Background: an optimization exercise with open tools, aiming at small area and a short achievable clock period. Do not read the settings as production practice. Only simulation tests tie the RTL to the original design; equivalence was not proved. Power is estimated from default activity; no workload was simulated.

== old ==
// dvp_frame_writer
module dvp_frame_writer #(
    parameter int BURST_LEN    = 64,
    parameter int FIFO_DEPTH   = 256,
    parameter int FRAME_PIXELS = 307200,
    parameter int ADDR_W       = 20,
    parameter int BASE_ADDR    = 0
) (
    input  logic                        sclk,          
    input  logic                        rst,           
    input  logic                        frame_start,   
    input  logic                        pix_valid,     
    input  logic [15:0]                 pix_data,      
    output logic                        wr_req,        
    output logic [ADDR_W-1:0]           wr_addr,       
    input  logic                        wr_ack,        
    input  logic                        wr_data_rd,    
    output logic [15:0]                 wr_data,       
    output logic [$clog2(FIFO_DEPTH):0] fifo_level,    
    output logic                        overflow,      
    output logic                        frame_done     
);
    localparam int LW     = $clog2(FIFO_DEPTH) + 1;
    localparam int NBURST = FRAME_PIXELS / BURST_LEN;
    localparam int CW     = $clog2(FRAME_PIXELS + 1);
    localparam int BW     = $clog2(NBURST + 1);
    localparam int KW     = $clog2(BURST_LEN);
    localparam int BD     = (FIFO_DEPTH - 2) / 2;      
    localparam int NH     = (BD + 16) / 16;            
    logic            idle_q, fill_q, req_q, xfer_q, done_q;
    logic            idle_d, fill_d, req_d, xfer_d, done_d;
    logic [LW-1:0]   level_q, level_d;
    logic [CW-1:0]   in_cnt_q, in_cnt_d;
    logic            in_room_q, in_room_d;             
    logic [BW-1:0]   burst_idx_q, burst_idx_d;
    logic [KW-1:0]   pop_cnt_q, pop_cnt_d;
    logic            pending_q, pending_d;
    logic            overflow_q, overflow_d;
    logic [15:0]     head_q;
    logic [15:0]     out_q;                            
    logic [15:0]     head_new;
    logic            head_upd;
    logic [15:0]     stg_q;                            
    logic            stg_v_q, stg_v_d;
    logic            stg_b_q, stg_b_d;                 
    logic            par_q, par_d;                     
    logic            shift_q, shift_d;                 
    logic [1:0]      sh_q, sh_d;                       
  ...
For scale: about 8000 cells after synthesis, ~4300 flip-flops, ~70 I/O pins, about 150000 um2 of cells after synthesis.
clock: 7.0 ns
lec_check: 0
abc_clock_period_in_ps: 2000
cap_margin: 20
core_margin: 2
core_utilization: 55
cts_cluster_diameter: 60
cts_cluster_size: 30
setup_slack_margin: 4.4
slew_margin: 20
standard.sh (not shown) runs the stock make flow with config.mk's settings and CLKGATE_MAP_FILE= SYNTH_SCRIPT=/design/flow/synth_recipe.tcl, a recipe that flattens the netlist after the stock synthesis.
==> flow/flow/run.sh <==
#!/bin/bash
# Own flow: the standard layout (standard.sh, unchanged synthesis and steps) with two
# layout options changed: the port buffers are buf_4 cells instead of the resizer's pick,
# and clock tree synthesis inserts no dummy loads.
set -euo pipefail
export BUFFER_PORTS_ARGS="-buffer_cell sky130_fd_sc_hd__buf_4"
export CTS_ARGS="-sink_clustering_enable -repair_clock_nets -sink_clustering_size 18 -sink_clustering_max_diameter 45 -dont_use_dummy_load -sink_clustering_buffer sky130_fd_sc_hd__clkbuf_8"
bash standard.sh finish > flow_make.log 2>&1
old reached the final stage; the timing, DRC and antenna checks on its layout passed.
Here is what was changed in the inputs of new compared with old.
# old
export LEC_CHECK = 0
export ABC_CLOCK_PERIOD_IN_PS = 2000
export CAP_MARGIN = 20
export CORE_MARGIN = 2
export CORE_UTILIZATION = 55
export CTS_CLUSTER_DIAMETER = 60
export CTS_CLUSTER_SIZE = 30
export SETUP_SLACK_MARGIN = 4.4
export SLEW_MARGIN = 20
create_clock -name core_clock -period 7.0 [get_ports {sclk}]
# new
export LEC_CHECK = 0
export ABC_CLOCK_PERIOD_IN_PS = 2000
export CAP_MARGIN = 20
export CORE_MARGIN = 2
export CORE_UTILIZATION = 62
export CTS_CLUSTER_DIAMETER = 60
export CTS_CLUSTER_SIZE = 30
export SETUP_SLACK_MARGIN = 4.4
export SLEW_MARGIN = 20
create_clock -name core_clock -period 7.0 [get_ports {sclk}]
==> flow/flow/run.sh <==
#!/bin/bash
# Own flow: the standard layout (standard.sh, unchanged synthesis and steps) with two
# layout options changed: the port buffers are buf_4 cells instead of the resizer's pick,
# and clock tree synthesis inserts no dummy loads.
set -euo pipefail
export BUFFER_PORTS_ARGS="-buffer_cell sky130_fd_sc_hd__buf_4"
export CTS_ARGS="-sink_clustering_enable -repair_clock_nets -sink_clustering_size 30 -sink_clustering_max_diameter 60 -dont_use_dummy_load"
bash standard.sh finish > flow_make.log 2>&1
[summary]
Re post-detailed-route via-to-cell ratio: old was lower than new.
In the metrics for old and new, the one carrying the higher number of buffers between clock root and the deepest sink is old.
Summary — number of global-route vias before repair, new relative to old: lower, by about 3%.
Per the comparison of new with old, design area has decreased, shortest period the worst path allows fell by 0.046 ns, proportion of layout cells with a drive suffix above 1 now sits lower.
old → new: required time of the worst setup path moved up, row count moved down, sum of net half-perimeters after detailed placement moved down.

Starting RTL as in the previous note.
Design dvp_frame_writer, start of the top module:
module dvp_frame_writer #(
    parameter int BURST_LEN    = 64,
    parameter int FIFO_DEPTH   = 256,
    parameter int FRAME_PIXELS = 307200,
    parameter int ADDR_W       = 20,
    parameter int BASE_ADDR    = 0
) (
    input  logic                        sclk,          
    input  logic                        rst,           
    input  logic                        frame_start,   
    input  logic                        pix_valid,     
    input  logic [15:0]                 pix_data,      
    output logic                        wr_req,        
    output logic [ADDR_W-1:0]           wr_addr,       
    input  logic                        wr_ack,        
    input  logic                        wr_data_rd,    
    output logic [15:0]                 wr_data,       
    output logic [$clog2(FIFO_DEPTH):0] fifo_level,    
    output logic                        overflow,      
    output logic                        frame_done     
);
export LEC_CHECK = 0
export ABC_AREA = 1
export CAP_MARGIN = 20
export CORE_MARGIN = 2
export CORE_UTILIZATION = 55
export CTS_CLUSTER_DIAMETER = 60
export CTS_CLUSTER_SIZE = 30
export SETUP_SLACK_MARGIN = 4.4
export SLEW_MARGIN = 20
create_clock -name core_clock -period 7.0 [get_ports {sclk}]
==> flow/flow/run.sh <==
#!/bin/bash
# Own flow: the standard layout (standard.sh, unchanged synthesis and steps) with two
# layout options changed: the port buffers are buf_4 cells instead of the resizer's pick,
# and clock tree synthesis inserts no dummy loads.
set -euo pipefail
export BUFFER_PORTS_ARGS="-buffer_cell sky130_fd_sc_hd__buf_4"
export CTS_ARGS="-sink_clustering_enable -repair_clock_nets -sink_clustering_size 30 -sink_clustering_max_diameter 60 -dont_use_dummy_load"
bash standard.sh finish > flow_make.log 2>&1
Then changed:
Settings changed: ABC_AREA 1 to unset, ABC_CLOCK_PERIOD_IN_PS set to 2000, SETUP_SLACK_MARGIN 4.4 to 4.2.
The changed run went through all stages and came out clean.
Setup slack degrades by 0.12 ns.
Routed wire length decreases by 8.8%.
Cell area goes down by 5.3%.
Die area went down by 4.7%.
Register-to-register slack is worse by 0.15 ns.
Global-route usage goes down by 2.0 points.
Total power went down by 2.8%.
Clock power decreases by about 8%.
Hold slack got worse by 0.022 ns.
Then changed:
Settings changed: SETUP_SLACK_MARGIN 4.2 to 4.4.
After rerunning: The new run finished with timing, DRC and antenna clean. Sequential share of layout area went down by 0.86 points. Setup slack gets better by 0.067 ns. Count of clock-buffer cells in the layout stays the same. Non-clock buffer count rises by 103. Die area stays the same. Power hardly moves.

==> re-timing with driven ports <==
Ports are ideal in the flow. The routed layouts listed here were re-timed in OpenROAD. Step 1: set_driving_cell puts a clkbuf_16 on sclk and a buf_2 on each other input, an assumption about the parent block. Step 2 moves the port delays by t, midway between the first and last clock arrival at a register: inputs arrive t later, outputs are due t later. That takes back most of the time a late clock gives input paths. Slacks: ideal / step 1 / step 2; pairs: ideal / step 1.
| run | t, ns | slack for setup (ns) | worst setup path after step 2 | worst register clock-pin slew, ns |
|---|---|---|---|---|
| old | 0.990 | 4.174 / 4.069 / 3.453 | input to register | 0.11 / 0.11 |
| new | 0.964 | 4.220 / 4.128 / 3.475 | input to register | 0.11 / 0.11 |
| the first run of note 2 | 1.006 | 4.220 / 4.105 / 3.611 | input to register | 0.11 / 0.11 |
| the second run of note 2 | 1.005 | 4.103 / 3.996 / 3.495 | input to register | 0.11 / 0.11 |
| the third run of note 2 | 1.000 | 4.169 / 4.068 / 3.545 | input to register | 0.11 / 0.11 |
After both steps setup and hold are still met in every run listed. The setup slack of new, which loses most, moves by -0.092 ns with the drivers and by -0.745 ns with both steps.
